From an optimization exercise on the open Yosys and OpenROAD flow, aimed at small area, a short achievable clock period and few clock cycles; shortcuts taken in it are not production practice.
Function was checked by simulation only, so behaviour that the tests miss may differ from the original.

$ cat flow/design.v
package rnsp_pkg;
  localparam logic [2:0] STAT_OK        = 3'd0;
  localparam logic [2:0] STAT_BAD_CHAR  = 3'd1;
  localparam logic [2:0] STAT_LATE_DIG  = 3'd2;
  localparam logic [2:0] STAT_TWO_POINT = 3'd3;
  localparam logic [2:0] STAT_OVERFLOW  = 3'd4;
endpackage
module radix_number_string_parser_unit #(
  parameter int VALUE_BITS    = 48,
  parameter int FRACTION_BITS = 16
) (
  input  logic                  clk_i,
  input  logic                  rst_ni,
  input  logic                  cfg_we_i,
  input  logic [5:0]            cfg_data_i,
  input  logic                  in_valid_i,
  output logic                  in_ready_o,
  input  logic [7:0]            char_code_i,
  input  logic                  is_last_i,
  output logic                  out_valid_o,
  input  logic                  out_ready_i,
  output logic [2:0]            status_o,
  output logic signed [VALUE_BITS-1:0] value_o
);
  localparam logic [2:0] ST_OK   = 3'd0;
  localparam logic [2:0] ST_BAD  = 3'd1;
  localparam logic [2:0] ST_LATE = 3'd2;
  localparam logic [2:0] ST_TWOP = 3'd3;
  localparam logic [2:0] ST_OVF  = 3'd4;
  localparam logic [1:0] PH_NONE   = 2'd0;
  localparam logic [1:0] PH_DIGITS = 2'd1;
  localparam logic [1:0] PH_CLOSED = 2'd2;
  localparam logic [2:0] CK_IDLE = 3'd0;
  localparam logic [2:0] CK_DREC = 3'd1;
  localparam logic [2:0] CK_WAIT = 3'd2;
  localparam logic [2:0] CK_MUL  = 3'd3;
  localparam logic [2:0] CK_RES  = 3'd4;
  localparam logic [2:0] OP_ADD   = 3'd0;   
  localparam logic [2:0] OP_ADDHI = 3'd1;   
  localparam logic [2:0] OP_LOAD  = 3'd2;   
  localparam logic [2:0] OP_ZERO  = 3'd3;   
  localparam logic [2:0] OP_MUL   = 3'd4;   
  localparam logic [2:0] OP_MULHI = 3'd5;   
  localparam logic [2:0] OP_SWAP  = 3'd6;   
  localparam logic [2:0] OP_RES   = 3'd7;   
  function automatic logic [12:0] radix_info(input logic [5:0] r);
    logic [5:0] ns;
    logic [5:0] cc;
    logic       p2;
    ns = 6'd15; cc = 6'd2; p2 = 1'b0;
    case (r)
      6'd2:  begin ns = 6'd48; cc = 6'd1;  p2 = 1'b1; end
      6'd3:  begin ns = 6'd31; cc = 6'd1;  p2 = 1'b0; end
      6'd4:  begin ns = 6'd24; cc = 6'd3;  p2 = 1'b1; end
      6'd5:  begin ns = 6'd21; cc = 6'd2;  p2 = 1'b0; end
      6'd6:  begin ns = 6'd19; cc = 6'd2;  p2 = 1'b0; end
      6'd7:  begin ns = 6'd18; cc = 6'd1;  p2 = 1'b0; end
      6'd8:  begin ns = 6'd16; cc = 6'd7;  p2 = 1'b1; end
      6'd9:  begin ns = 6'd16; cc = 6'd1;  p2 = 1'b0; end
      6'd10: begin ns = 6'd15; cc = 6'd2;  p2 = 1'b0; end
      6'd11: begin ns = 6'd14; cc = 6'd8;  p2 = 1'b0; end
      6'd12: begin ns = 6'd14; cc = 6'd2;  p2 = 1'b0; end
      6'd13: begin ns = 6'd13; cc = 6'd12; p2 = 1'b0; end
      6'd14: begin ns = 6'd13; cc = 6'd4;  p2 = 1'b0; end
      6'd15: begin ns = 6'd13; cc = 6'd2;  p2 = 1'b0; end
      6'd16: begin ns = 6'd12; cc = 6'd15; p2 = 1'b1; end
      6'd17: begin ns = 6'd12; cc = 6'd8;  p2 = 1'b0; end
      6'd18: begin ns = 6'd12; cc = 6'd4;  p2 = 1'b0; end
      6'd19: begin ns = 6'd12; cc = 6'd2;  p2 = 1'b0; end
      6'd20: begin ns = 6'd12; cc = 6'd1;  p2 = 1'b0; end
      6'd21: begin ns = 6'd11; cc = 6'd16; p2 = 1'b0; end
      6'd22: begin ns = 6'd11; cc = 6'd10; p2 = 1'b0; end
      6'd23: begin ns = 6'd11; cc = 6'd6;  p2 = 1'b0; end
      6'd24: begin ns = 6'd11; cc = 6'd4;  p2 = 1'b0; end
      6'd25: begin ns = 6'd11; cc = 6'd2;  p2 = 1'b0; end
      6'd26: begin ns = 6'd11; cc = 6'd1;  p2 = 1'b0; end
      6'd27: begin ns = 6'd11; cc = 6'd1;  p2 = 1'b0; end
      6'd28: begin ns = 6'd10; cc = 6'd26; p2 = 1'b0; end
      6'd29: begin ns = 6'd10; cc = 6'd19; p2 = 1'b0; end
      6'd30: begin ns = 6'd10; cc = 6'd14; p2 = 1'b0; end
      6'd31: begin ns = 6'd10; cc = 6'd10; p2 = 1'b0; end
      6'd32: begin ns = 6'd10; cc = 6'd7;  p2 = 1'b1; end
      6'd33: begin ns = 6'd10; cc = 6'd6;  p2 = 1'b0; end
      6'd34: begin ns = 6'd10; cc = 6'd4;  p2 = 1'b0; end
      6'd35: begin ns = 6'd10; cc = 6'd3;  p2 = 1'b0; end
      6'd36: begin ns = 6'd10; cc = 6'd2;  p2 = 1'b0; end
      default: begin ns = 6'd15; cc = 6'd2; p2 = 1'b0; end
    endcase
    radix_info = {p2, cc, ns};
  endfunction
  function automatic logic [5:0] eff_radix(input logic [5:0] r);
    logic [5:0] e;
    e = r;
    if (r == 6'd0) begin
      e = 6'd10;
    end else if (r < 6'd2) begin
      e = 6'd2;
    end else if (r > 6'd36) begin
      e = 6'd36;
    end
    eff_radix = e;
  endfunction
  function automatic logic [9:0] div4(input logic [5:0] rem_in,
                                      input logic [3:0] bits,
                                      input logic [5:0] r,
                                      input logic [6:0] r2,
                                      input logic [6:0] r3);
    logic [7:0] t;
    logic [8:0] s1, s2, s3;
    logic [5:0] rm;
    logic [3:0] q;
    rm = rem_in;
    q  = '0;
    for (int i = 1; i >= 0; i--) begin
      t  = {rm, bits[2*i+1], bits[2*i]};
      s1 = {1'b0, t} - {3'd0, r};
      s2 = {1'b0, t} - {2'd0, r2};
      s3 = {1'b0, t} - {2'd0, r3};
      if (!s3[8]) begin
        q[2*i +: 2] = 2'd3;
        rm = s3[5:0];
      end else if (!s2[8]) begin
        q[2*i +: 2] = 2'd2;
        rm = s2[5:0];
      end else if (!s1[8]) begin
        q[2*i +: 2] = 2'd1;
        rm = s1[5:0];
      end else begin
        q[2*i +: 2] = 2'd0;
        rm = t[5:0];
      end
    end
    div4 = {rm, q};
  endfunction
  logic [5:0]  r_q;
  logic [6:0]  r3_q;
  logic [5:0]  rm9_q;
  logic [5:0]  nsat_q;
  logic [5:0]  c_q;
  logic        p2_q;
  logic [5:0]  cfg_eff;
  logic [12:0] cfg_info;
  assign cfg_eff  = eff_radix(cfg_data_i);
  assign cfg_info = radix_info(cfg_eff);
  always_ff @(posedge clk_i or negedge rst_ni) begin
    if (!rst_ni) begin
      r_q    <= 6'd10;
      r3_q   <= 7'd30;
      rm9_q  <= 6'd1;
      nsat_q <= 6'd15;
      c_q    <= 6'd2;
      p2_q   <= 1'b0;
    end else if (cfg_we_i) begin
      r_q    <= cfg_eff;
      r3_q   <= {cfg_eff, 1'b0} + {1'b0, cfg_eff};
      rm9_q  <= (cfg_eff > 6'd9) ? cfg_eff - 6'd9 : 6'd0;
      nsat_q <= cfg_info[5:0];
      c_q    <= cfg_info[11:6];
      p2_q   <= cfg_info[12];
    end
  end
  localparam int EW = 12;
  logic [EW-1:0] in_ent;
  logic [7:0]    cc;
  logic          in_isd;
  logic [5:0]    in_dv;
  logic          in_ok_dig, in_space, in_sign, in_minus, in_point;
  assign cc = char_code_i;
  logic in_num, in_let;
  assign in_num    = (cc >= 8'h30 && cc <= 8'h39);
  assign in_let    = (cc >= 8'h41 && cc <= 8'h5a) || (cc >= 8'h61 && cc <= 8'h7a);
  assign in_dv     = in_num ? {2'd0, cc[3:0]} : ({1'b0, cc[4:0]} + 6'd9);
  assign in_isd    = in_num || in_let;
  assign in_ok_dig = (in_num && ({2'd0, cc[3:0]} < r_q)) || (in_let && ({1'b0, cc[4:0]} < rm9_q));
  assign in_space  = (cc == 8'h20);
  assign in_minus  = (cc == 8'h2d);
  assign in_sign   = (cc == 8'h2b) || in_minus;
  assign in_point  = (cc == 8'h2e);
  assign in_ent    = {is_last_i, in_point, in_minus, in_sign, in_space,
                      in_ok_dig, in_ok_dig ? in_dv : 6'd0};
  logic          h_v_q, s_v_q;
  logic [EW-1:0] h_q, s_q;
  logic          push, pop;
  assign in_ready_o = !s_v_q;
  assign push       = in_valid_i && !s_v_q;
  always_ff @(posedge clk_i or negedge rst_ni) begin
    if (!rst_ni) begin
      h_v_q <= 1'b0;
      s_v_q <= 1'b0;
    end else begin
      if (pop) begin
        if (s_v_q) begin
          s_v_q <= 1'b0;
        end else begin
          h_v_q <= push;
        end
      end else if (push) begin
        if (h_v_q) begin
          s_v_q <= 1'b1;
        end else begin
          h_v_q <= 1'b1;
        end
      end
    end
  end
  always_ff @(posedge clk_i) begin
    if (pop) begin
      h_q <= s_v_q ? s_q : in_ent;
    end else if (push && !h_v_q) begin
      h_q <= in_ent;
    end
    if (push && h_v_q && !pop) begin
      s_q <= in_ent;
    end
  end
  logic [5:0] h_dv;
  logic       h_dig, h_space, h_sign, h_minus, h_point, h_last, h_bad;
  assign {h_last, h_point, h_minus, h_sign, h_space, h_dig, h_dv} = h_q;
  assign h_bad = !h_dig && !h_space && !h_sign && !h_point;
  logic [47:0] w_q, w_d;
  logic [23:0] wm_q;     
  logic        mh_d;
  logic [5:0]  n_q, k_q;
  logic [1:0]  phase_q;
  logic        point_q, neg_q, fresh_q;
  logic        mh_q;
  logic [5:0]  wc6_q;
  logic [2:0]  ck_q, ck_cnt_q;
  logic        ck_last_q;
  logic        pa_v_q;
  logic [2:0]  pa_op_q;
  logic        pa_hi_q, pa_mul_q;
  logic [29:0] pa_p_q;
  logic [2:0]  pa_err_q;
  logic        pa_cchk_q, pa_first_q, pa_last_q;
  logic [47:0] acc_q, value_q;
  logic        clo_q;
  logic [2:0]  erra_q;
  logic        nega_q, pta_q, fina_q;
  logic        out_valid_q;
  logic [2:0]  status_q;
  logic        a_go, p_ready, vq_free, asm_now;
  logic [1:0] ph_c;
  logic       pt_c, ng_c;
  logic [5:0] n_c;
  logic       sat, top;
  assign ph_c = fresh_q ? PH_NONE : phase_q;
  assign pt_c = fresh_q ? 1'b0 : point_q;
  assign ng_c = fresh_q ? 1'b0 : neg_q;
  assign n_c  = fresh_q ? 6'd0 : n_q;
  assign sat  = (n_c >= nsat_q);
  assign top  = (n_c == nsat_q - 6'd1);
  logic        ck_idle;
  logic [5:0]  dmul;
  logic [23:0] w_in;
  logic [29:0] prod_d, prod_r;
  logic        big, big_q;
  logic [47:0] w_step;
  assign ck_idle = (ck_q == CK_IDLE);
  assign dmul    = (ck_q == CK_MUL) ? value_q[5:0] : h_dv;
  assign w_in    = wm_q;
  assign prod_d  = w_in * dmul;
  assign prod_r  = w_in * r_q + {24'd0, mh_q ? wc6_q : 6'd0};
  assign big     = big_q;
  assign w_step  = mh_q ? {prod_r[23:0], w_q[23:0]} : {18'd0, prod_r};
  logic ch_go;      
  logic dig_lo;     
  logic drec_go, drec_lo;
  logic mul_go, mul_lo;
  logic adv;
  assign dig_lo  = h_dig && !fresh_q && !sat && big && !mh_q;
  assign ch_go   = ck_idle && h_v_q && p_ready;
  assign adv     = ch_go && !dig_lo;
  assign pop     = adv;
  assign drec_go = (ck_q == CK_DREC) && (k_q != 6'd0);
  assign drec_lo = drec_go && big && !mh_q;
  assign mul_go  = (ck_q == CK_MUL) && p_ready;
  assign mul_lo  = mul_go && big && !mh_q;
  logic       dnz;
  logic       vpnt;
  logic       pchk;
  logic       cchk;
  logic [2:0] cerr;
  logic [1:0] ph_n;
  logic       pt_n, ng_n;
  assign dnz = (h_dv != 6'd0);
  always_comb begin
    cerr = ST_OK;
    ph_n = ph_c;
    pt_n = pt_c;
    ng_n = ng_c;
    vpnt = 1'b0;
    pchk = 1'b0;
    cchk = 1'b0;
    if (h_dig) begin
      if (ph_c == PH_CLOSED) begin
        cerr = ST_LATE;
      end else begin
        ph_n = PH_DIGITS;
        if (dnz && sat) begin
          cerr = ST_OVF;
        end else if (dnz && pt_c && top && (h_dv > c_q)) begin
          cerr = ST_OVF;
        end else begin
          cchk = dnz && !pt_c && top;
          pchk = dnz && pt_c && top && (h_dv == c_q) && !p2_q;
        end
      end
    end else if (h_space) begin
      if (ph_c == PH_DIGITS) begin
        ph_n = PH_CLOSED;
      end
    end else if (h_sign && ph_c == PH_DIGITS) begin
      ph_n = PH_CLOSED;
      ng_n = h_minus;
    end else if (h_point && ph_c == PH_DIGITS) begin
      if (pt_c) begin
        cerr = ST_TWOP;
      end else if (sat) begin
        cerr = ST_OVF;
      end else begin
        pt_n = 1'b1;
        vpnt = 1'b1;
      end
    end else begin
      cerr = ST_BAD;
    end
  end
  logic        y1_fire;
  logic [9:0]  y1_out, y2_out, y3_out, y4_out;
  logic [3:0]  yb1_q, yb2_q, yb3_q, yb4_q;
  logic [5:0]  yr1_q, yr2_q, yr3_q;
  logic        y2_v_q, y3_v_q, y4_v_q;
  logic        y_first_q, y2_first_q, y3_first_q, y4_first_q;
  logic [15:0] yf_q;
  logic [2:0]  cap_q;
  assign y1_fire = adv && h_dig && !pt_c;
  assign y1_out  = div4(h_dv, y_first_q ? 4'd0 : yb1_q, r_q, {r_q, 1'b0}, r3_q);
  assign y2_out  = div4(yr1_q, y2_first_q ? 4'd0 : yb2_q, r_q, {r_q, 1'b0}, r3_q);
  assign y3_out  = div4(yr2_q, y3_first_q ? 4'd0 : yb3_q, r_q, {r_q, 1'b0}, r3_q);
  assign y4_out  = div4(yr3_q, y4_first_q ? 4'd0 : yb4_q, r_q, {r_q, 1'b0}, r3_q);
  always_ff @(posedge clk_i) begin
    if (y1_fire) begin
      yb1_q <= y1_out[3:0];
      yr1_q <= y1_out[9:4];
    end
    if (y2_v_q) begin
      yb2_q <= y2_out[3:0];
      yr2_q <= y2_out[9:4];
    end
    if (y3_v_q) begin
      yb3_q <= y3_out[3:0];
      yr3_q <= y3_out[9:4];
    end
    if (y4_v_q) begin
      yb4_q <= y4_out[3:0];
    end
    if (adv && vpnt) begin
      yf_q[15:12] <= yb1_q;
    end
    if (cap_q[0]) begin
      yf_q[11:8] <= yb2_q;
    end
    if (cap_q[1]) begin
      yf_q[7:4] <= yb3_q;
    end
    if (cap_q[2]) begin
      yf_q[3:0] <= yb4_q;
    end
  end
  always_ff @(posedge clk_i or negedge rst_ni) begin
    if (!rst_ni) begin
      y2_v_q     <= 1'b0;
      y3_v_q     <= 1'b0;
      y4_v_q     <= 1'b0;
      y_first_q  <= 1'b1;
      y2_first_q <= 1'b0;
      y3_first_q <= 1'b0;
      y4_first_q <= 1'b0;
      cap_q      <= 3'd0;
    end else begin
      y2_v_q     <= y1_fire;
      y3_v_q     <= y2_v_q;
      y4_v_q     <= y3_v_q;
      y2_first_q <= y_first_q;
      y3_first_q <= y2_first_q;
      y4_first_q <= y3_first_q;
      cap_q      <= {cap_q[1:0], adv && vpnt};
      if (adv && h_last) begin
        y_first_q <= 1'b1;
      end else if (adv && h_dig) begin
        y_first_q <= 1'b0;
      end
    end
  end
  always_ff @(posedge clk_i or negedge rst_ni) begin
    if (!rst_ni) begin
      fresh_q   <= 1'b1;
      mh_q      <= 1'b0;
      ck_q      <= CK_IDLE;
      ck_cnt_q  <= 3'd0;
      ck_last_q <= 1'b0;
      pa_v_q    <= 1'b0;
    end else begin
      if (adv) begin
        fresh_q <= h_last;
      end
      mh_q <= mh_d;
      if (ch_go || mul_go || ((ck_q == CK_DREC) && (k_q == 6'd0) && p_ready) ||
          ((ck_q == CK_RES) && p_ready)) begin
        pa_v_q <= 1'b1;
      end else if (a_go) begin
        pa_v_q <= 1'b0;
      end
      case (ck_q)
        CK_IDLE: begin
          if (adv && pchk) begin
            ck_q      <= CK_DREC;
            ck_last_q <= h_last;
          end
        end
        CK_DREC: begin
          if (k_q == 6'd0 && p_ready) begin
            ck_q <= CK_WAIT;
          end
        end
        CK_WAIT: begin
          if (!pa_v_q || a_go) begin
            ck_q     <= CK_MUL;
            ck_cnt_q <= 3'd0;
          end
        end
        CK_MUL: begin
          if (mul_go && !mul_lo) begin
            ck_cnt_q <= ck_cnt_q + 3'd1;
            if (ck_cnt_q == 3'd7) begin
              ck_q <= CK_RES;
            end
          end
        end
        default: begin
          if (p_ready) begin
            ck_q <= CK_IDLE;
          end
        end
      endcase
    end
  end
  always_comb begin
    mh_d = mh_q;
    if ((ch_go && h_dig && !fresh_q && !sat && big) || (drec_go && big) || (mul_go && big)) begin
      mh_d = !mh_q;
    end
    w_d = w_q;
    if (ch_go) begin
      if (dig_lo) begin
        w_d[23:0] = prod_r[23:0];
      end else if (fresh_q) begin
        w_d = h_dig ? {42'd0, r_q} : 48'd1;
      end else if (vpnt || pchk) begin
        w_d = 48'd1;
      end else if (h_dig) begin
        w_d = w_step;
      end
    end else if (drec_go) begin
      if (drec_lo) begin
        w_d[23:0] = prod_r[23:0];
      end else begin
        w_d = w_step;
      end
    end
  end
  always_ff @(posedge clk_i) begin
    w_q  <= w_d;
    wm_q <= mh_d ? w_d[47:24] : w_d[23:0];
    if (ch_go) begin
      if (dig_lo) begin
        wc6_q     <= prod_r[29:24];
      end else begin
        phase_q <= ph_n;
        point_q <= pt_n;
        neg_q   <= ng_n;
        n_q     <= n_c + {5'd0, h_dig && !(&n_c)};
        if (fresh_q) begin
          big_q <= 1'b0;
        end else if (vpnt || pchk) begin
          big_q <= 1'b0;
        end else if (h_dig) begin
          big_q <= mh_q || (|prod_r[29:24]);
        end
        if (vpnt) begin
          k_q <= n_c;
        end
      end
    end else if (drec_go) begin
      if (drec_lo) begin
        wc6_q <= prod_r[29:24];
      end else begin
        big_q <= mh_q || (|prod_r[29:24]);
        k_q   <= k_q - 6'd1;
      end
    end
    if (ch_go) begin
      pa_p_q     <= fresh_q ? {24'd0, h_dv} : prod_d;
      pa_first_q <= fresh_q;
      if (dig_lo) begin
        pa_op_q    <= OP_ADD;
        pa_hi_q    <= 1'b0;
        pa_mul_q   <= 1'b0;
        pa_err_q   <= ST_OK;
        pa_cchk_q  <= 1'b0;
        pa_last_q  <= 1'b0;
        pa_first_q <= 1'b0;
      end else begin
        pa_op_q   <= fresh_q ? OP_LOAD : (vpnt ? OP_ZERO : (mh_q ? OP_ADDHI : OP_ADD));
        pa_hi_q   <= !fresh_q && !vpnt && mh_q;
        pa_mul_q  <= 1'b0;
        pa_err_q  <= cerr;
        pa_cchk_q <= cchk;
        pa_last_q <= h_last && !pchk;
      end
    end else if (mul_go) begin
      pa_p_q     <= prod_d;
      pa_op_q    <= mul_lo ? OP_ADD : (mh_q ? OP_MULHI : OP_MUL);
      pa_hi_q    <= mh_q;
      pa_mul_q   <= !mul_lo;
      pa_err_q   <= ST_OK;
      pa_cchk_q  <= 1'b0;
      pa_first_q <= 1'b0;
      pa_last_q  <= 1'b0;
    end else if (p_ready) begin
      pa_op_q    <= (ck_q == CK_DREC) ? OP_SWAP : OP_RES;
      pa_hi_q    <= 1'b0;
      pa_mul_q   <= 1'b0;
      pa_err_q   <= ST_OK;
      pa_cchk_q  <= 1'b0;
      pa_first_q <= 1'b0;
      pa_last_q  <= (ck_q == CK_RES) && ck_last_q;
    end
  end
  logic        op_hi, op_mul, op_z;
  logic [54:0] sum;
  logic        carry;
  logic [2:0]  char_err;
  assign op_hi  = pa_hi_q;
  assign op_mul = pa_mul_q;
  assign op_z   = (pa_op_q == OP_LOAD) || (pa_op_q == OP_ZERO);
  assign sum    = {6'd0, op_hi & clo_q, op_z ? 48'd0 : acc_q} +
                  (op_hi ? {1'b0, pa_p_q, 24'd0} : {25'd0, pa_p_q});
  assign carry  = |sum[54:48];
  logic ovf_pend_q;
  logic [2:0] erra_eff;
  assign erra_eff = (erra_q == ST_OK && ovf_pend_q) ? ST_OVF : erra_q;
  always_comb begin
    char_err = pa_err_q;
    if (pa_err_q == ST_OK) begin
      if ((pa_op_q == OP_RES) && (|acc_q)) begin
        char_err = ST_OVF;
      end
    end
  end
  assign vq_free = !out_valid_q || out_ready_i;
  assign asm_now = fina_q && vq_free && !cap_q[0] && !cap_q[1];
  assign a_go    = pa_v_q && (!fina_q || asm_now) && !((pa_op_q == OP_ZERO) && !vq_free);
  assign p_ready = !pa_v_q || a_go;
  logic [15:0] fq;
  logic [47:0] qv, qneg;
  logic        r_ovf;
  logic [2:0]  res_status;
  logic [47:0] res_value;
  assign fq    = pta_q ? {yf_q[15:4], cap_q[2] ? yb4_q : yf_q[3:0]} : 16'd0;
  assign qv    = {acc_q[31:0], fq};
  assign qneg  = 48'd0 - qv;
  assign r_ovf = (|acc_q[47:32]) ||
                 (acc_q[31] && !(nega_q && !(|acc_q[30:0]) && !(|fq)));
  always_comb begin
    if (erra_eff != ST_OK) begin
      res_status = erra_eff;
      res_value  = '0;
    end else if (r_ovf) begin
      res_status = ST_OVF;
      res_value  = '0;
    end else begin
      res_status = ST_OK;
      res_value  = nega_q ? qneg : qv;
    end
  end
  always_ff @(posedge clk_i or negedge rst_ni) begin
    if (!rst_ni) begin
      fina_q      <= 1'b0;
      out_valid_q <= 1'b0;
      status_q    <= ST_OK;
    end else begin
      if (asm_now) begin
        out_valid_q <= 1'b1;
        status_q    <= res_status;
      end else if (out_valid_q && out_ready_i) begin
        out_valid_q <= 1'b0;
      end
      if (a_go && (pa_op_q == OP_ZERO)) begin
        out_valid_q <= 1'b0;
      end
      if (a_go) begin
        fina_q <= pa_last_q;
      end else if (asm_now) begin
        fina_q <= 1'b0;
      end
    end
  end
  always_ff @(posedge clk_i) begin
    if (a_go) begin
      if (op_mul) begin
        acc_q <= sum[53:6];
      end else if (pa_op_q == OP_SWAP || pa_op_q == OP_RES) begin
        acc_q <= value_q;
      end else begin
        acc_q <= sum[47:0];
      end
      clo_q <= sum[48];
      if (pa_op_q == OP_ZERO || pa_op_q == OP_SWAP) begin
        value_q <= acc_q;
      end
      ovf_pend_q <= pa_cchk_q && carry;
      if (pa_first_q) begin
        erra_q <= char_err;
      end else if (erra_eff == ST_OK) begin
        erra_q <= char_err;
      end else begin
        erra_q <= erra_eff;
      end
      if (pa_last_q) begin
        nega_q <= neg_q;
        pta_q  <= point_q;
      end
    end
    if (mul_go && !mul_lo) begin
      value_q <= {value_q[5:0], value_q[47:6]};
    end
    if (asm_now) begin
      value_q <= res_value;
    end
  end
  assign out_valid_o = out_valid_q;
  assign status_o    = status_q;
  assign value_o     = value_q;
endmodule
$ cat flow/config.mk
export PLATFORM = sky130hd
export DESIGN_NAME = radix_number_string_parser_unit
export DESIGN_NICKNAME = radix_number_string_parser_unit
export VERILOG_FILES = /design/flow/design.v
export SDC_FILE = /design/flow/constraint.sdc
export NUM_CORES = 4
export LEC_CHECK = 0
export ABC_CLOCK_PERIOD_IN_PS = 5000
export CAP_MARGIN = 20
export CORE_MARGIN = 2
export CORE_UTILIZATION = 50
export SETUP_SLACK_MARGIN = 4.8
export SLEW_MARGIN = 20
$ cat flow/constraint.sdc
create_clock -name core_clock -period 10.0 [get_ports {clk_i}]
set_input_delay 2.0000 -clock core_clock [delete_from_list [all_inputs] [get_ports {clk_i}]]
set_output_delay 2.0000 -clock core_clock [all_outputs]
set_load 0.01 [all_outputs]
$ cat flow/run.sh
#!/bin/bash
# synth_recipe.tcl (not shown) runs the flow's synth.tcl, then flattens the netlist and writes it again
# the make line also repeats each setting of config.mk as NAME=value (left out here)
make -C /OpenROAD-flow-scripts/flow DESIGN_CONFIG=/design/flow/config.mk WORK_HOME=/design/flow/orfs CLKGATE_MAP_FILE= SYNTH_SCRIPT=/design/flow/synth_recipe.tcl finish
==> results of run 1 <==
## sequential cells by signal, summed over array words and instances (netlist names), 12 cells and up
signal and count:
acc_q 48, value_q 48, w_q 48, pa_p_q 30, wm_q 24, yf_q 16, h_q 12, s_q 12
## stage by stage
stage,instances,cell area (µm²),util [%],hold WS [ns]
floorplan,4029,37300,-,0.382
global placement,4914,38800,53.0,0.435
detailed placement,4914,38800,53.0,0.445
CTS,5080,41900,57.3,0.455
global route,5145,43000,58.8,0.476
finish,5146,43000,58.8,0.453
## cells by family (layout without fill, tap and decap cells)
logic type	Yosys count	count (layout)
xor+xnor	217	217
other cells	0	1
mux	164	172
flops	370	370
fa+ha+maj	545	545
compound gates	1034	1034
simple gates	1238	1240
buf+inv	461	608
## critical path, cell delays in order, from the launching register on
cell and delay (ns):
dfstp_4 0.72, buf_12 0.15, and2_4 0.13, fa_1 0.44, fa_1 0.54, fa_1 0.50
ha_1 0.35, ha_4 0.27, a21o_1 0.15, a221o_2 0.44, nor3_4 0.21, o221ai_2 0.16
xor2_2 0.20, mux2_4 0.29, a21o_1 0.18, a22o_1 0.19, mux2_2 0.25
## layout make-up
| type | count | area, µm² | share of cell area [%] |
|---|---|---|---|
| antenna | 1 | 2.50 | 0.00582 |
| sequential | 370 | 10100 | 23.5 |
| multi-input combinational | 3208 | 26700 | 62.0 |
| tap | 959 | 1200 | 2.79 |
| clock buffer | 62 | 1280 | 2.98 |
| timing repair buffer | 247 | 2300 | 5.35 |
| clock inverter | 22 | 387 | 0.900 |
| inverter | 277 | 1050 | 2.44 |
## what timing repair did
action                     in CTS  in global routing
resized for setup             133                165
buffers inserted               71                 64
setup endpoints to repair     111                 95
pin swaps                      72                 87
hold buffers                    0                  0
cloned                         11                  1
## cells in the mapped netlist, drive strengths merged, types with 32 or more instances
cell type,count
a31oi,32
inv,273
o21ai,232
ha,341
dfxtp,77
nand2b,59
a211oi,46
clkbuf,155
mux2,70
fa,204
a21o,116
mux2i,94
dfrtp,43
xor2,101
nand3,42
o22ai,64
edfxtp,236
nand2,369
nor3,46
xnor2,116
and2,269
nor2b,73
a21oi,234
nor2,233
## path summary, 6_finish.rpt
| path | start | to | slack [ns] | cells after the start |
|---|---|---|---|---|
| max reg2reg | r_q[1] | wm_q[0] | 4.69 | 16 |
| max | r_q[1] | wm_q[0] | 4.69 | 16 |
| max in group asynchronous | rst_ni | r_q[0] | 7.81 | 1 |
| min | yb3_q[0] | yf_q[4] | 0.45 | 0 |
| min reg2reg | yb3_q[0] | yf_q[4] | 0.45 | 0 |
| min in group asynchronous | rst_ni | rm9_q[5] | 1.52 | 1 |
## metal layers
metal | global-route usage [%] | up-vias | part of all wire [%]
li1 | - | 14600 | -
met1 | 41.0 | 15200 | 44
met2 | 47.9 | 1082 | 45
met3 | 4.48 | 249 | 6.3
met4 | 12.4 | 0 | 4.8
met5 | 0 | - | 0
==> run notes, run 1 <==
- Status: complete, no violations
- Syn Area/Cell: 9.19 µm²
- CTS Buf Count: 45
- Layout cell share with drive strength beyond 1: 15.0%
- Initial antenna violation count: 1
- Max Freq: 188 MHz
- Vias/cell: 6.05
- Max H-tree Level: 2
- Crit end category: register
- Avg WL per Cell: 22.9 µm
- Final Hold Fails: 0
- GRT Util Overall: 30.0%
- Share of the synthesized area in the top cell type: 19.1%
- Site Rows: 99
- Multiplexer share of the synthesized area: 4.67%
- DR iter-0 viols: 2,552
- Worst Hold Class: register to register
- CTS sink cnt: 370
- # setup viols final: 0
- Netlist cell types: 104
- Starting Density: 50.7%
- Synth-to-Final Area Change: 16.1%
- Total number of yosys warnings: 1
- RD Place Congestion: 0.963
- Post-Syn Instances: 4,029
- Commonest non-fill, non-tap cell in the layout: nand2_1
- Chip height: 276 µm
- CTS tree: built
- Synth async-reset ratio: 15.4%
- CP Max Fanout: 8
- Largest family of logic cells by synthesized area: adder cells
- Filler cell count: 6,484
- Synth Area in Compound Gates: 18.6%
- Yosys top cell by area: edfxtp_1
- I/O Buffers: 72
- Clk slew on worst S/H paths: 0.06 ns
- DRT Pass-1 Iters: 5
- DRT Wirelength: 118,000 µm
- Most frequent cells in the layout: nand2_1, ha_1, inv_1
- CORE AREA: 73,100 µm²
- Period Utilization, post-route: 53.1%
- Setup_tns: 0 ns
- Post-synth EDFFs: 236
- Post-Synth Simple-Gate Area: 17.0%
- CTS root buffer: clkbuf_16
- DP Worst Slack: 3.77 ns
- Worst-case clock buffer depth: 3
- Mapped Nets: 4,594
- Main area contributors after synthesis: edfxtp_1, ha_1, fa_1, and2_1, dfxtp_1
- #FFs+latches synth: 370
- Max Slew Vio Count: 0
- CP Class: register to register
- # DRC: 0
- Setup WS post-layout: 4.69 ns
- Actual slew at the worst max-slew pin: 1.07 ns
- Startpoint types: register
- Synth Area in XOR/XNOR: 5.13%
- Vias: 31,100
- Largest net degree at the start of global routing: 59
- Main synth FF type: edfxtp_1
- Worst skew pair latency: 0.59 ns
- Vias in the first global route: 30,100
- Fin Clk Skew: 0.0204 ns
- Max cap viols: 0
- Final nets: 4,714
- Post-route ant nets: 0
- Period minus WS final: 5.31 ns
- Post-Syn Area: 37,000 µm²
- CP required: 10.48 ns
- Adder-cell share of the synthesized area: 22.6%
- Die area: 76,200 µm²
- RSZ-0062 raised after global routing: yes
- First-pass GRT wire length: 180,000 µm
- Relative slew slack: 28.6%
- I/O Pins: 73
- Post-DP HPWL: 82,400 µm
- Global route total overflow: 0
- Sequential fraction of the synthesis area: 27.2%
- CP arrival: 5.78 ns
- Die X-Extent: 276 µm
Testbench counts, summed over its fixed seeds: cycles 5,608.
==> run 2: changes to the inputs <==
--- a/flow/config.mk
+++ b/flow/config.mk
@@ -11,3 +11,5 @@
 export CORE_UTILIZATION = 50
-export SETUP_SLACK_MARGIN = 4.8
+export PLACE_DENSITY = 0.7
+export SETUP_SLACK_MARGIN = 4.5
 export SLEW_MARGIN = 20
+export TNS_END_PERCENT = 5
==> run notes, run 2 <==
- Relative slew slack: 28.5%
- Most common cell in the netlist: nand2_1
- Hold EP: yf_q[15]
- Commonest non-fill, non-tap cell in the layout: nand2_1
- GRT Util Overall: 27.7%
- Final Hold Fails: 0
- RSZ-0062 raised after global routing: yes
- Vias in the first global route: 29,700
- Filler cell count: 6,445
- Final cell count without fillers: 5,052
- Post-Syn Area: 37,000 µm²
- Yosys top cell by area: edfxtp_1
- Die area: 76,200 µm²
- Final nets: 4,621
- Synth top cells by count: nand2_1, ha_1, inv_1, and2_1, edfxtp_1
- CTS root buffer: clkbuf_16
- Reg2Reg Depth: 20
- CTS sink cnt: 370
- Worst Hold Class: register to register
- I/O Pins: 73
- Vias/cell: 6.11
- Post-Syn Instances: 4,029
- Site Rows: 99
- Most frequent cells in the layout: nand2_1, ha_1, inv_1
- Period Utilization, post-route: 55.2%
- Startpoint types: register
- Status: complete, no violations
- Post-DP HPWL: 77,900 µm
- Syn Area/Cell: 9.19 µm²
- Diodes inserted: 0
- Die X-Extent: 276 µm
- Sequential fraction of the synthesis area: 27.2%
- Post-synth EDFFs: 236
- CP Max Fanout: 15
- Hold WS: 0.441 ns
- # setup viols final: 0
- Max Freq: 181 MHz
- Actual slew at the worst max-slew pin: 1.07 ns
- I/O Buffers: 72
- # DRC: 0
- Max cap viols: 0
- Global route total overflow: 0
- Initial antenna violation count: 2
- Met3 WL post-DR: 7860 µm
- R2R Path End: big_q
- #FFs+latches synth: 370
- CP arrival: 5.86 ns
- DR iter-0 viols: 2,944
- CORE AREA: 73,100 µm²
- Vias: 30,900
- Netlist cell types: 104
- Max H-tree Level: 2
- Starting Density: 50.7%
- R2R Path Start: r_q[2]
- Hold depth: 0
- Chip height: 276 µm
- RD Place Congestion: 0.977
- HP Start: yb1_q[3]
- Avg WL per Cell: 21.4 µm
- Mapped Nets: 4,594
- Synth-to-Final Area Change: 10.8%
- Number of cells after detailed placement: 4,907
- Highest metal used: met5
- Worst-case clock buffer depth: 3
- First-pass GRT wire length: 169,000 µm
- CP Class: register to register
- Layout cell share with drive strength beyond 1: 9.11%
- Share of the synthesized area in the top cell type: 19.1%
- Clk slew on worst S/H paths: 0.06 ns
- Largest net degree at the start of global routing: 84
- Biggest regs: acc_q x48, value_q x48, w_q x48
- Synth async-reset ratio: 15.4%
- Met2 wire length: 49,600 µm
- CTS Buf Count: 45
- Fin Clk Skew: 0.0226 ns
- DRT Pass-1 Iters: 6
- Final core area utilization: 56.1%
- M1 WL: 45,700 µm
- DRT Wirelength: 108,000 µm
- CTS tree: built
- Main area contributors after synthesis: edfxtp_1, ha_1, fa_1, and2_1, dfxtp_1
- Setup_tns: 0 ns
- CP required: 10.34 ns
- Main synth FF type: edfxtp_1
- Period minus WS final: 5.52 ns
- Flop-to-flop setup slack: 4.48 ns
- Max Slew Vio Count: 0
- Crit end category: register
- Worst skew pair latency: 0.60 ns
- Multi-input gate area: 25,700 µm²
- Post-route ant nets: 0
- FF/Latch Area: 10,100 µm²
- Total number of yosys warnings: 1
## run 2: cell counts after synthesis
No cell type changed its count.
## run 2: worst max-delay path by stage
| stage | from | slack, ns | cells after the start | end |
|---|---|---|---|---|
| 4_1_cts | r_q[1] | 4.46 | 19 | yr1_q[1] |
| 2_1_floorplan | ck_q[2] | 4.40 | 23 | pa_p_q[25] |
| 5_1_grt | r_q[1] | 4.25 | 18 | wm_q[18] |
| 3_3_place_gp | r_q[1] | 3.60 | 19 | yr1_q[1] |
| 3_5_place_dp | r_q[1] | 3.53 | 19 | yr1_q[1] |
| 6_report | r_q[2] | 4.48 | 20 | big_q |
## run 2: layout make-up
class / count / share of cell area [%]
Clock inverter: 25 / 0.768
Sequential cell: 370 / 24.6
Tap cell: 959 / 2.92
Timing Repair Buffer: 158 / 3.51
Multi-Input combinational cell: 3204 / 62.5
Clock buffer: 59 / 3.12
Inverter: 277 / 2.54
## run 2: repair_timing
item	4_1_cts	5_1_grt
setup buffers	19	35
resized for setup	49	42
gates cloned	5	1
pin swaps	4	18
hold buffers	0	0
endpoints found under the setup margin	101	64
## run 2: metal layers
metal	GRT usage [%]	vias up
met3	3.79	240
met2	44.7	1317
met4	11.4	2
met5	0	-
met1	37.6	14900
li1	-	14400
## run 2: cells by family after synthesis
kind of cell / count (synthesis) / share of synthesized area, %
xor+xnor: 217 / 5.13
fa+ha+maj: 545 / 22.6
buf+inv: 461 / 4.81
simple gates: 1238 / 17.0
flops: 370 / 27.2
mux: 164 / 4.67
compound gates: 1034 / 18.6
## run 2: stage by stage
step	instance area (µm²)	setup WS, ns
after floorplan	37100	4.40
after global placement	38500	3.60
after detailed placement	38500	3.53
after CTS	40500	4.46
after global routing	41000	4.25
final	41000	4.48
## run 2: critical path, cell delays in order, from the launching register on
cell and delay (ns):
dfrtp_4 0.57, and2_1 0.19, fa_1 0.54, inv_1 0.05
fa_1 0.49, inv_1 0.06, fa_1 0.53, inv_1 0.05
fa_1 0.53, inv_1 0.05, ha_2 0.30, o21a_1 0.11
o31a_1 0.14, o41ai_4 0.32, a21o_1 0.19, o21ai_2 0.10
a21o_1 0.21, a211o_1 0.35, nor3_1 0.23, nand3_1 0.10
a2bb2oi_1 0.15
==> run 3: changes to the inputs <==
--- a/flow/config.mk
+++ b/flow/config.mk
@@ -11,2 +11,3 @@
 export CORE_UTILIZATION = 50
+export GPL_ROUTABILITY_DRIVEN = 0
 export PLACE_DENSITY = 0.7
@@ -14,2 +15 @@
 export SLEW_MARGIN = 20
-export TNS_END_PERCENT = 5
==> run notes, run 3 <==
- Status: complete, no violations
- Setup WS post-layout: 4.55 ns
- CTS tree: built
- Flop-to-flop setup slack: 4.55 ns
- CP arrival: 5.94 ns
- Post-DP HPWL: 77,600 µm
- Netlist cell types: 104
- CP required: 10.48 ns
- DRT Pass-1 Iters: 5
- CTS sink cnt: 370
- Global route total overflow: 0
- Final nets: 4,657
- Vias in the first global route: 29,900
- Hold depth: 2
- Biggest regs: acc_q x48, value_q x48, w_q x48
- Final instance area: 41,600 µm²
- DR iter-0 viols: 2,695
- #FFs+latches synth: 370
- Avg WL per Cell: 21.4 µm
- Actual slew at the worst max-slew pin: 1.02 ns
- Die area: 76,200 µm²
- Worst skew pair latency: 0.62 ns
- I/O Buffers: 72
- Largest net degree at the start of global routing: 83
- Final core area utilization: 56.9%
- CTS Buf Count: 45
- Vias: 31,100
- Slowest stage delay, CP: 0.55 ns
- Period Utilization, post-route: 54.5%
- GRT Util Overall: 27.7%
- Post-Syn Instances: 4,029
- Syn Area/Cell: 9.19 µm²
- Synth async-reset ratio: 15.4%
- Setup_tns: 0 ns
- Synth-to-Final Area Change: 12.3%
- Critical Path Source: r_q[1]
- CORE AREA: 73,100 µm²
- # setup viols final: 0
- Vias/cell: 6.10
- Layout cell share with drive strength beyond 1: 11.0%
- Site Rows: 99
- Worst-case clock buffer depth: 3
- First-pass GRT wire length: 169,000 µm
- Period minus WS final: 5.45 ns
- Filler cell count: 6,381
- Slowest library cell on the worst path: fa_1
- Initial antenna violation count: 1
- R2R Path Start: r_q[1]
- Most common cell in the netlist: nand2_1
- Starting Density: 50.7%
- Most frequent cells in the layout: nand2_1, ha_1, inv_1
- RSZ-0062 raised after global routing: yes
- Yosys top cell by area: edfxtp_1
- CTS root buffer: clkbuf_16
- Max Slew Vio Count: 0
- Max H-tree Level: 2
- Commonest non-fill, non-tap cell in the layout: nand2_1
- CP Class: register to register
- DP Worst Slack: 3.44 ns
- Fin Clk Skew: 0.0378 ns
- Relative slew slack: 31.8%
- Mapped Nets: 4,594
- R2R Path End: wm_q[0]
- DRT Wirelength: 109,000 µm
- Post-synth EDFFs: 236
- Hold EP: w_q[27]
- Placed cell area: 38,600 µm²
- Buf/Inv on CP: 5
- Post-route ant nets: 0
- Die X-Extent: 276 µm
- Max cap viols: 0
- Crit end category: register
- Synth top cells by count: nand2_1, ha_1, inv_1, and2_1, edfxtp_1
- Chip height: 276 µm
- Sequential fraction of the synthesis area: 27.2%
- Diodes inserted: 0
- # DRC: 0
- Worst Hold Class: register to register
- Reg2Reg Depth: 21
- Post-Syn Area: 37,000 µm²
- Final Hold Fails: 0
- Clk slew on worst S/H paths: 0.06 ns
- Share of the synthesized area in the top cell type: 19.1%
- Most Frequent Cell on Critical Path: fa_1
- CP Max Fanout: 8
- Crit-path cells: and2_4, fa_1, inv_2, fa_1, inv_2, fa_1, inv_1, fa_1, inv_2, ha_4, o21a_1, o21ai_2, nor3b_4, buf_6, nor3_4, o221ai_2, xor2_2, mux2_4, a21o_1, a22o_1, mux2_2
- Main synth FF type: edfxtp_1
- Main area contributors after synthesis: edfxtp_1, ha_1, fa_1, and2_1, dfxtp_1
- Startpoint types: register
- HP Start: w_q[27]
- Max Freq: 183 MHz
- Total number of yosys warnings: 1
- Delay-heaviest family, CP: adder cells
- I/O Pins: 73
-- run 3: cell count changes in the layout (fill, tap and decap cells not counted), sizes merged, moves of 2 or more --
cell,previous run,this run
clkbuf,59,62
clkinv,16,21
clkinvlp,6,4
buf,88,120
bufinv,6,3
-- run 3: repair_timing --
| action | CTS | global route |
|---|---|---|
| pin swaps | 6 | 45 |
| gates resized for setup | 52 | 100 |
| cloned | 5 | 5 |
| buffers inserted | 25 | 55 |
| hold buffers | 0 | 0 |
| endpoints found under the setup margin | 98 | 64 |
-- run 3: worst max-delay path by stage --
stage / cells after the start / end
4_1_cts: 19 / yr1_q[1]
2_1_floorplan: 23 / pa_p_q[25]
6_report: 21 / wm_q[0]
5_1_grt: 21 / wm_q[0]
3_3_place_gp: 18 / yr2_q[5]
3_5_place_dp: 18 / yr2_q[5]
-- run 3: cell type report --
cell class / count / area, µm² / share of cell area (%)
clock inverter: 24 / 248 / 0.596
timing repair buffer: 193 / 1810 / 4.36
multi-input combinational: 3205 / 25900 / 62.3
clock buffer: 59 / 1250 / 3.01
inverter: 277 / 1050 / 2.52
sequential: 370 / 10100 / 24.3
tap: 959 / 1200 / 2.89
-- run 3: logic make-up after synthesis --
| group | after synthesis | share of synthesized area, % |
|---|---|---|
| flip-flops | 370 | 27.2 |
| XOR/XNOR | 217 | 5.13 |
| adder cells (fa/ha/maj) | 545 | 22.6 |
| AND/OR/NAND/NOR | 1238 | 17.0 |
| buffers and inverters | 461 | 4.81 |
| AO/OA/AOI/OAI | 1034 | 18.6 |
| multiplexers | 164 | 4.67 |
-- run 3: metrics by stage --
| stage | cells | hold WS (ns) |
|---|---|---|
| 4_1_cts | 5026 | 0.455 |
| 3_5_place_dp | 4913 | 0.440 |
| 6_report | 5087 | 0.463 |
| 2_1_floorplan | 4029 | 0.382 |
| 3_3_place_gp | 4913 | 0.432 |
| 5_1_grt | 5087 | 0.474 |
-- run 3: worst min-delay path: cells and delay by family (launching register included) --
family        cells  cell delay [ns]
simple gates      2             0.10
flops             1             0.32
-- run 3: per-layer routing --
| layer | wire, µm | vias up | track usage, % |
|---|---|---|---|
| li1 | - | 14500 | - |
| met1 | 45500 | 15100 | 36.5 |
| met2 | 50400 | 1228 | 44.8 |
| met3 | 8100 | 270 | 4.91 |
| met4 | 5130 | 2 | 11.6 |
| met5 | 20 | - | 0 |
==> run 4: changes to the inputs <==
--- a/flow/design.v
+++ b/flow/design.v
@@ -220,3 +220,2 @@
   logic [47:0] w_q, w_d;
-  logic [23:0] wm_q;     
   logic        mh_d;
@@ -260,3 +259,3 @@
   assign dmul    = (ck_q == CK_MUL) ? value_q[5:0] : h_dv;
-  assign w_in    = wm_q;
+  assign w_in    = mh_q ? w_q[47:24] : w_q[23:0];
   assign prod_d  = w_in * dmul;
@@ -474,3 +473,2 @@
     w_q  <= w_d;
-    wm_q <= mh_d ? w_d[47:24] : w_d[23:0];
     if (ch_go) begin
--- a/flow/config.mk
+++ b/flow/config.mk
@@ -10,5 +10,3 @@
 export CORE_MARGIN = 2
-export CORE_UTILIZATION = 50
-export GPL_ROUTABILITY_DRIVEN = 0
-export PLACE_DENSITY = 0.7
+export CORE_UTILIZATION = 60
 export SETUP_SLACK_MARGIN = 4.5
==> run notes, run 4 <==
- Status: complete, no violations
- Worst-case clock buffer depth: 3
- # DRC: 0
- I/O Pins: 73
- Fin Clk Skew: 0.0210 ns
- Flop-to-flop setup slack: 4.42 ns
- Final instance area: 41,500 µm²
- Vias/cell: 6.46
- Crit-path cells: buf_16, mux2i_4, nor2_2, fa_1, inv_2, fa_1, inv_1, fa_1, inv_1, fa_1, inv_2, ha_4, o21a_1, nor2_2, o31ai_4, a31oi_4, o31a_1, o211ai_1, a31oi_1, xnor2_1, a211oi_2, a31oi_1
- Biggest regs: acc_q x48, value_q x48, w_q x48
- Critical Path Source: mh_q
- RD Place Congestion: 1.03
- Main synth FF type: edfxtp_1
- Worst Hold Class: register to register
- Crit end category: register
- First-pass GRT wire length: 175,000 µm
- DRT Wirelength: 115,000 µm
- # setup viols final: 0
- Chip height: 249 µm
- Max cap viols: 0
- Final nets: 4,647
- Max Freq: 179 MHz
- CTS sink cnt: 346
- # hold bufs at CTS: 0
- Actual slew at the worst max-slew pin: 1.16 ns
- Synth-to-Final Area Change: 15.3%
- Die area: 61,900 µm²
- R2R Path Start: mh_q
- Initial antenna violation count: 1
- Synth async-reset ratio: 16.5%
- Most common cell in the netlist: nand2_1
- CP required: 10.33 ns
- Synth top cells by count: nand2_1, ha_1, nor2_1, edfxtp_1, inv_1
- Vias in the first global route: 31,300
- Most frequent cells in the layout: nand2_1, ha_1, nor2_1
- Global route total overflow: 0
- I/O Buffers: 72
- Most Frequent Cell on Critical Path: fa_1
- Largest net degree at the start of global routing: 60
- CP Class: register to register
- Post-Syn Area: 35,900 µm²
- Share of the synthesized area in the top cell type: 23.7%
- Final Hold Fails: 0
- Post-route ant nets: 0
- Sequential fraction of the synthesis area: 28.0%
- CP arrival: 5.90 ns
- Layout cell share with drive strength beyond 1: 12.9%
- Period minus WS final: 5.58 ns
- CP Max Fanout: 5
- CTS tree: built
- Slowest stage delay, CP: 0.57 ns
- Die X-Extent: 249 µm
- HP Start: y_first_q
- Worst skew pair latency: 0.60 ns
- CTS Buf Count: 44
- Starting Density: 60.8%
- CTS root buffer: clkbuf_16
- Yosys top cell by area: edfxtp_1
- Placed cell area: 37,500 µm²
- Period Utilization, post-route: 55.8%
- Setup_tns: 0 ns
- Site Rows: 89
- Netlist cell types: 84
- Startpoint types: register
- Relative slew slack: 20.9%
- Syn Area/Cell: 9.12 µm²
- Main area contributors after synthesis: edfxtp_1, ha_1, fa_1, nand2_1, nor2_1
- Slowest library cell on the worst path: fa_1
- Post-Syn Instances: 3,940
- Max Slew Vio Count: 0
- RSZ-0062 raised after global routing: yes
- Post-DP HPWL: 82,700 µm
- Max H-tree Level: 2
- Hold EP: y2_first_q
- Total number of yosys warnings: 1
- CORE AREA: 59,100 µm²
- Clk slew on worst S/H paths: 0.06 ns
- Post-synth EDFFs: 284
- DR iter-0 viols: 2,941
- Mapped Nets: 4,505
- Reg2Reg Depth: 22
- Hold depth: 0
- #FFs+latches synth: 346
- R2R Path End: big_q
- Commonest non-fill, non-tap cell in the layout: nand2_1
- Vias: 31,600
- GRT Util Overall: 36.0%
- DRT Pass-1 Iters: 24
- Avg WL per Cell: 23.5 µm
-- run 4: cell count changes after synthesis, sizes merged, moves of 16 or more --
cell | previous run | this run
and2 | 269 | 105
nor2 | 233 | 338
dfxtp | 77 | 5
nand2 | 369 | 429
edfxtp | 236 | 284
mux2i | 94 | 115
o2bb2ai | 0 | 18
a21o | 116 | 133
o21ai | 232 | 216
-- run 4: layout make-up --
class                           count  area (µm²)
Multi-Input combinational cell   3167       25400
Fill cell                        4491       17700
Sequential cell                   346       10100
Timing Repair Buffer              249        2300
Clock buffer                       50        1180
Inverter                          273        1050
Tap cell                          773         967
Clock inverter                     32         415
Timing Repair inverter              1        5.00
Antenna cell                        2        5.00
-- run 4: critical path, delay by kind of cell, from the launching register on --
family | cells | cell delay (ns)
XOR/XNOR | 1 | 0.19
multiplexers | 1 | 0.18
buffers and inverters | 5 | 0.37
AO/OA/AOI/OAI | 8 | 1.54
flip-flops | 1 | 0.54
adder cells (fa/ha/maj) | 5 | 2.37
AND/OR/NAND/NOR | 2 | 0.13
-- run 4: cells by family after synthesis --
| logic type | Yosys count | share of synthesized area [%] |
|---|---|---|
| compound gates | 965 | 17.3 |
| xor+xnor | 219 | 5.34 |
| fa+ha+maj | 545 | 23.2 |
| buf+inv | 433 | 4.53 |
| flops | 346 | 28.0 |
| mux | 177 | 5.15 |
| simple gates | 1255 | 16.4 |
-- run 4: worst max-delay path by stage --
stage                          to  slack, ns  depth (start not counted)
after floorplan             big_q       4.40                         22
after global placement      big_q       3.37                         21
after detailed placement    big_q       3.28                         21
after CTS                   big_q       4.44                         22
after global routing      w_q[26]       4.22                         23
final                       big_q       4.42                         22
-- run 4: timing repair --
action | in CTS | in global routing
cloned | 6 | 6
setup endpoints to repair | 104 | 64
pin swaps | 45 | 63
setup buffers | 67 | 62
resized for setup | 143 | 114
-- run 4: per-stage QoR --
step	utilization (%)	std cells	worst slack, ns	hold WS [ns]
global placement	63.4	4667	3.37	0.448
floorplan	-	3940	4.40	0.382
finish	70.1	4893	4.42	0.454
CTS	68.3	4822	4.44	0.458
global route	70.1	4891	4.22	0.461
detailed placement	63.4	4667	3.28	0.446
-- run 4: layer usage --
metal / share of wire, % / global-route usage, % / vias up
li1: - / - / 14300
met1: 40 / 47.2 / 15400
met2: 46 / 58.5 / 1612
met3: 8.3 / 4.79 / 353
met4: 5.3 / 18.8 / 0
met5: 0 / 0 / -
Testbench counts of run 4, summed over its fixed seeds: cycles 5,608.
==> run 5: changes to the inputs <==
--- a/flow/design.v
+++ b/flow/design.v
@@ -135,2 +135,4 @@
   logic [5:0]  r_q;
+  logic [5:0]  rxn_q;     
+  logic [5:0]  rx;
   logic [6:0]  r3_q;
@@ -147,2 +149,3 @@
       r_q    <= 6'd10;
+      rxn_q  <= ~6'd10;
       r3_q   <= 7'd30;
@@ -154,2 +157,3 @@
       r_q    <= cfg_eff;
+      rxn_q  <= ~cfg_eff;
       r3_q   <= {cfg_eff, 1'b0} + {1'b0, cfg_eff};
@@ -220,2 +224,3 @@
   logic [47:0] w_q, w_d;
+  logic [23:0] wm_q;     
   logic        mh_d;
@@ -227,2 +232,3 @@
   logic [2:0]  ck_q, ck_cnt_q;
+  logic        ck_mul_q;      
   logic        ck_last_q;
@@ -258,6 +264,7 @@
   assign ck_idle = (ck_q == CK_IDLE);
-  assign dmul    = (ck_q == CK_MUL) ? value_q[5:0] : h_dv;
-  assign w_in    = mh_q ? w_q[47:24] : w_q[23:0];
+  assign dmul    = ck_mul_q ? value_q[5:0] : h_dv;
+  assign w_in    = wm_q;
   assign prod_d  = w_in * dmul;
-  assign prod_r  = w_in * r_q + {24'd0, mh_q ? wc6_q : 6'd0};
+  assign rx      = ~rxn_q;
+  assign prod_r  = w_in * rx + {24'd0, mh_q ? wc6_q : 6'd0};
   assign big     = big_q;
@@ -275,3 +282,3 @@
   assign drec_lo = drec_go && big && !mh_q;
-  assign mul_go  = (ck_q == CK_MUL) && p_ready;
+  assign mul_go  = ck_mul_q && p_ready;
   assign mul_lo  = mul_go && big && !mh_q;
@@ -400,2 +407,3 @@
       ck_cnt_q  <= 3'd0;
+      ck_mul_q  <= 1'b0;
       ck_last_q <= 1'b0;
@@ -428,2 +436,3 @@
             ck_q     <= CK_MUL;
+            ck_mul_q <= 1'b1;
             ck_cnt_q <= 3'd0;
@@ -435,3 +444,4 @@
             if (ck_cnt_q == 3'd7) begin
-              ck_q <= CK_RES;
+              ck_q     <= CK_RES;
+              ck_mul_q <= 1'b0;
             end
@@ -473,2 +483,3 @@
     w_q  <= w_d;
+    wm_q <= mh_d ? w_d[47:24] : w_d[23:0];
     if (ch_go) begin
--- a/flow/config.mk
+++ b/flow/config.mk
@@ -10,4 +10,5 @@
 export CORE_MARGIN = 2
-export CORE_UTILIZATION = 60
-export SETUP_SLACK_MARGIN = 4.5
+export CORE_UTILIZATION = 50
+export PLACE_DENSITY = 0.7
+export SETUP_SLACK_MARGIN = 4.4
 export SLEW_MARGIN = 20
==> run notes, run 5 <==
- RD Place Congestion: 0.960
- Setup_tns: 0 ns
- DRT Pass-1 Iters: 6
- Placed cell area: 38,300 µm²
- Post-Syn Instances: 4,091
- Startpoint types: register
- CORE AREA: 73,000 µm²
- Period minus WS final: 5.52 ns
- Die X-Extent: 275 µm
- # DRC: 0
- I/O Pins: 73
- Chip height: 275 µm
- Most Frequent Cell on Critical Path: ha_1
- CTS sink cnt: 377
- Layout cell share with drive strength beyond 1: 9.43%
- Avg WL per Cell: 21.4 µm
- Post-synth EDFFs: 236
- Hold depth: 2
- # setup viols final: 0
- Largest net degree at the start of global routing: 82
- I/O Buffers: 72
- DRT Wirelength: 110,000 µm
- Starting Density: 50.4%
- Vias/cell: 6.07
- CP arrival: 5.85 ns
- Post-Syn Area: 36,800 µm²
- Most common cell in the netlist: nand2_1
- Crit-path cells: buf_6, buf_4, nor2b_1, fa_1, ha_1, ha_1, fa_1, ha_1, nor2b_1, o31a_1, o41ai_4, a211oi_4, o21ai_2, a21bo_2, o211ai_1, or4_4, nor4_4, a21oi_1
- CP Max Fanout: 4
- Adder-cell share of the synthesized area: 22.7%
- # hold bufs at CTS: 0
- CP required: 10.33 ns
- Post-route ant nets: 0
- CTS tree: built
- Vias: 31,200
- Final instance area: 41,400 µm²
- Synth async-reset ratio: 17.0%
- Final nets: 4,705
- Post-DP HPWL: 77,900 µm
- Main area contributors after synthesis: edfxtp_1, ha_1, fa_1, nand2_1, dfxtp_1
- Status: complete, no violations
- Netlist cell types: 81
- Max Freq: 181 MHz
- Synth-to-Final Area Change: 12.4%
- Fin Clk Skew: 0.0284 ns
- #FFs+latches synth: 377
- Diodes inserted: 0
- Syn Area/Cell: 9.00 µm²
- Share of the synthesized area in the top cell type: 19.3%
- DR iter-0 viols: 2,839
- CTS Buf Count: 46
- Most frequent cells in the layout: nand2_1, ha_1, inv_1
- Reg2Reg Depth: 18
- Mapped Nets: 4,656
- Slowest library cell on the worst path: dfstp_4
- First-pass GRT wire length: 168,000 µm
- Synth Area in Compound Gates: 17.6%
- CTS root buffer: clkbuf_16
- Multiplexer share of the synthesized area: 4.00%
- Max H-tree Level: 2
- Relative slew slack: 26.7%
- Worst Hold Class: register to register
- Die area: 75,800 µm²
- Commonest non-fill, non-tap cell in the layout: nand2_1
- Sequential fraction of the synthesis area: 27.9%
- Synth Area in XOR/XNOR: 5.26%
- Biggest regs: acc_q x48, value_q x48, w_q x48
- Clk slew on worst S/H paths: 0.06 ns
- Period Utilization, post-route: 55.2%
- Global route total overflow: 0
- Max Slew Vio Count: 0
- RSZ-0062 raised after global routing: yes
- Synth top cells by count: nand2_1, ha_1, inv_1, a21oi_1, nor2_1
- Worst skew pair latency: 0.61 ns
- Crit end category: register
- Initial antenna violation count: 0
- Main synth FF type: edfxtp_1
- Worst-case clock buffer depth: 3
- Vias in the first global route: 30,100
- Total number of yosys warnings: 1
- Final Hold Fails: 0
- Actual slew at the worst max-slew pin: 1.10 ns
- Yosys top cell by area: edfxtp_1
- GRT Util Overall: 28.2%
- Post-Synth Simple-Gate Area: 18.0%
- Largest family of logic cells by synthesized area: adder cells
- Site Rows: 99
- CP Class: register to register
- Max cap viols: 0
- Slowest stage delay, CP: 0.63 ns
==> run 5: changes by cell type after synthesis, sizes merged, moves of 18 or more <==
cell	before	now
a21oi	231	257
a22oi	10	28
clkbuf	145	174
dfxtp	5	77
edfxtp	284	236
mux2	62	41
nor2	338	256
nor2b	78	218
o21ai	216	242
==> run 5: per-layer routing <==
layer	share of wire [%]	wire [µm]	up-vias	GRT usage (%)
li1	-	-	14500	-
met1	42	46200	15100	38.8
met2	46	50400	1266	46.0
met3	7.5	8220	261	3.54
met4	4.5	4990	0	9.67
met5	0	0	-	0
==> run 5: timing repair <==
item / CTS / global route
pin swaps: 13 / 41
buffers inserted: 35 / 43
setup endpoints to repair: 90 / 61
gates cloned: 1 / 6
endpoints found under the hold margin: 0 / 0
resized for setup: 47 / 114
==> run 5: layout make-up <==
| cell class | count | area, µm² |
|---|---|---|
| fill | 6402 | 31600 |
| multi-input combinational | 3263 | 25600 |
| sequential | 377 | 10300 |
| timing repair buffer | 186 | 1650 |
| clock buffer | 67 | 1380 |
| tap | 959 | 1200 |
| inverter | 265 | 1010 |
| clock inverter | 18 | 235 |
| timing repair inverter | 1 | 5.00 |
==> run 5: path summary, 6_finish.rpt <==
kind                            endpoint  slack (ns)      from
worst max-delay path               big_q        4.48  rxn_q[2]
worst min-delay path             w_q[25]        0.45   w_q[25]
worst max register to register     big_q        4.48  rxn_q[2]
worst min register to register   w_q[25]        0.45   w_q[25]
max in group asynchronous       rxn_q[3]        7.70    rst_ni
min in group asynchronous           mh_q        1.54    rst_ni
==> run 5: cell families (layout without fill, tap and decap cells) <==
group                    after synthesis  in the layout
AND/OR/NAND/NOR                     1332           1332
AO/OA/AOI/OAI                       1019           1019
adder cells (fa/ha/maj)              545            545
buffers and inverters                455            537
flip-flops                           377            377
XOR/XNOR                             221            221
multiplexers                         142            146
==> run 5: worst max-delay path: cells and delay by family (launching register included) <==
kind                       cells  cell delay (ns)
AOI/OAI and AO/OA              7             1.27
adders and majority gates      5             2.03
buffers and inverters          2             0.22
DFF                            1             0.63
and+or+nand+nor                4             1.09
==> run 5: stage by stage <==
| step | std cells | setup slack (ns) | hold slack, ns | util, % |
|---|---|---|---|---|
| floorplan | 4091 | 4.33 | 0.382 | - |
| global placement | 4966 | 3.51 | 0.425 | 52.5 |
| detailed placement | 4966 | 3.46 | 0.432 | 52.5 |
| CTS | 5087 | 4.35 | 0.447 | 55.4 |
| global route | 5136 | 4.30 | 0.471 | 56.7 |
| finish | 5136 | 4.48 | 0.451 | 56.7 |
Testbench counts of run 5, summed over its fixed seeds: cycles 5,608.
==> run 6: changes to the inputs <==
--- a/flow/config.mk
+++ b/flow/config.mk
@@ -12,3 +12,3 @@
 export PLACE_DENSITY = 0.7
-export SETUP_SLACK_MARGIN = 4.4
+export SETUP_SLACK_MARGIN = 4.6
 export SLEW_MARGIN = 20
==> run notes, run 6 <==
- DRT Pass-1 Iters: 7
- Startpoint types: register
- DRT Wirelength: 110,000 µm
- Critical Path Source: rxn_q[5]
- Post-Syn Area: 36,800 µm²
- Period minus WS final: 5.48 ns
- Layout cell share with drive strength beyond 1: 10.9%
- I/O Buffers: 72
- Avg WL per Cell: 21.4 µm
- Synth-to-Final Area Change: 13.5%
- R2R Path Start: rxn_q[5]
- Sequential fraction of the synthesis area: 27.9%
- Max Freq: 182 MHz
- RSZ-0062 raised after global routing: yes
- CTS tree: built
- CORE AREA: 73,000 µm²
- Worst skew pair latency: 0.60 ns
- Post-route ant nets: 0
- Total number of yosys warnings: 1
- Crit-path cells: nand2b_4, fa_1, fa_1, inv_2, fa_1, inv_2, fa_1, inv_2, ha_4, o21a_1, o31a_1, o41ai_4, a21oi_2, a31oi_4, o31ai_4, buf_6, nor2_1, a21oi_1, nor2_1, or4_1, o211a_1
- Share of the synthesized area in the top cell type: 19.3%
- FF/Latch Area: 10,300 µm²
- Largest family of logic cells by synthesized area: adder cells
- Max H-tree Level: 2
- Actual slew at the worst max-slew pin: 1.20 ns
- Relative slew slack: 20.0%
- CTS sink cnt: 377
- Max Slew Vio Count: 0
- Biggest regs: acc_q x48, value_q x48, w_q x48
- DR iter-0 viols: 2,640
- CP required: 10.48 ns
- Clk slew on worst S/H paths: 0.06 ns
- Post-DP HPWL: 77,400 µm
- Die area: 75,800 µm²
- Slowest stage delay, CP: 0.71 ns
- Synth async-reset ratio: 17.0%
- Multi-input gate area: 25,800 µm²
- Status: complete, no violations
- Crit end category: register
- Synth Area in Compound Gates: 17.6%
- Initial antenna violation count: 0
- Yosys top cell by area: edfxtp_1
- # setup viols final: 0
- Vias: 31,300
- Post-Synth Simple-Gate Area: 18.0%
- Post-synth EDFFs: 236
-- run 6: changes by cell type in the layout (fill, tap and decap cells not counted), sizes merged --
cell      delta
buf         +29
bufinv       -2
clkbuf       -5
clkinv       +5
clkinvlp     +5
diode        +3
inv          -1
nand2b       +1
-- run 6: metrics by stage --
| step | instance area (µm²) | worst slack, ns | hold slack (ns) | std cells |
|---|---|---|---|---|
| global placement | 38400 | 3.53 | 0.425 | 4968 |
| CTS | 40600 | 4.37 | 0.445 | 5103 |
| detailed placement | 38400 | 3.39 | 0.432 | 4968 |
| finish | 41800 | 4.52 | 0.446 | 5171 |
| global route | 41800 | 4.29 | 0.463 | 5168 |
| floorplan | 37000 | 4.55 | 0.382 | 4091 |
-- run 6: cell families (layout without fill, tap and decap cells) --
family | count (synthesis) | in the layout
flip-flops | 377 | 377
XOR/XNOR | 221 | 221
other | 0 | 3
buffers and inverters | 455 | 568
multiplexers | 142 | 146
AO/OA/AOI/OAI | 1019 | 1019
AND/OR/NAND/NOR | 1332 | 1333
adder cells (fa/ha/maj) | 545 | 545
-- run 6: cell type report --
| type | count | area share (%) |
|---|---|---|
| repair buffers | 217 | 4.72 |
| multi-input cells | 3264 | 61.7 |
| clock inverters | 24 | 0.494 |
| well taps | 959 | 2.87 |
| repair inverters | 2 | 0.0240 |
| diodes | 3 | 0.0180 |
| flip-flops and latches | 377 | 24.6 |
| clock buffers | 60 | 3.10 |
| inverters | 265 | 2.43 |
-- run 6: layer usage --
metal | GRT usage, % | wire length [µm]
met1 | 38.2 | 46900
met3 | 3.64 | 7400
met5 | 0 | 0
met2 | 46.0 | 50900
met4 | 11.5 | 5270
-- run 6: path summary, 6_finish.rpt --
| check | cells after the start | end | slack [ns] |
|---|---|---|---|
| min reg2reg | 2 | w_q[25] | 0.45 |
| min | 2 | w_q[25] | 0.45 |
| min in group asynchronous | 1 | rm9_q[5] | 1.57 |
| max in group asynchronous | 1 | ck_mul_q | 7.70 |
| max reg2reg | 21 | wm_q[23] | 4.52 |
| max | 21 | wm_q[23] | 4.52 |
-- run 6: worst max-delay path, delay by kind of cell, from the launching register on --
kind / cells / cell delay [ns]
buf+inv: 4 / 0.28
compound gates: 8 / 1.37
simple gates: 4 / 0.81
flops: 1 / 0.71
fa+ha+maj: 5 / 2.20
-- run 6: repair_timing --
item,in CTS,in global routing
setup buffers,48,57
hold buffers,0,0
pin swaps,19,72
resized for setup,70,133
gates cloned,3,8
setup endpoints to repair,106,165

[what the ideal ports hide]
The results above use ideal ports. As a check the final layouts listed here were re-extracted and re-timed, cells and wires unchanged.
Step 1, drivers: a clkbuf_16 drives clk_i and a buf_2 each remaining input, both assumed.
Step 2 moves the port delays by t, midway between the first and last clock arrival at a register: inputs arrive t later, outputs are due t later. That takes back most of the time a late clock gives input paths.
a / b / c = no drivers / after step 1 / after step 2; a / b = the first two.
run	t, ns	slack for setup (ns)	worst setup path after step 2	worst slew at a driven data input, ns
run 1	0.655	4.691 / 4.691 / 4.332	input to register	0.04
run 2	0.657	4.480 / 4.480 / 4.139	input to register	0.03
run 3	0.665	4.545 / 4.545 / 4.065	input to register	0.04
run 4	0.657	4.425 / 4.425 / 4.183	input to register	0.05
run 5	0.657	4.476 / 4.476 / 3.972	input to register	0.03
run 6	0.657	4.515 / 4.515 / 4.115	input to register	0.03
After both steps every run listed still meets setup and hold. For run 5, which loses most, drivers alone change the setup slack by 0.000 ns; drivers and shift together by -0.504 ns.
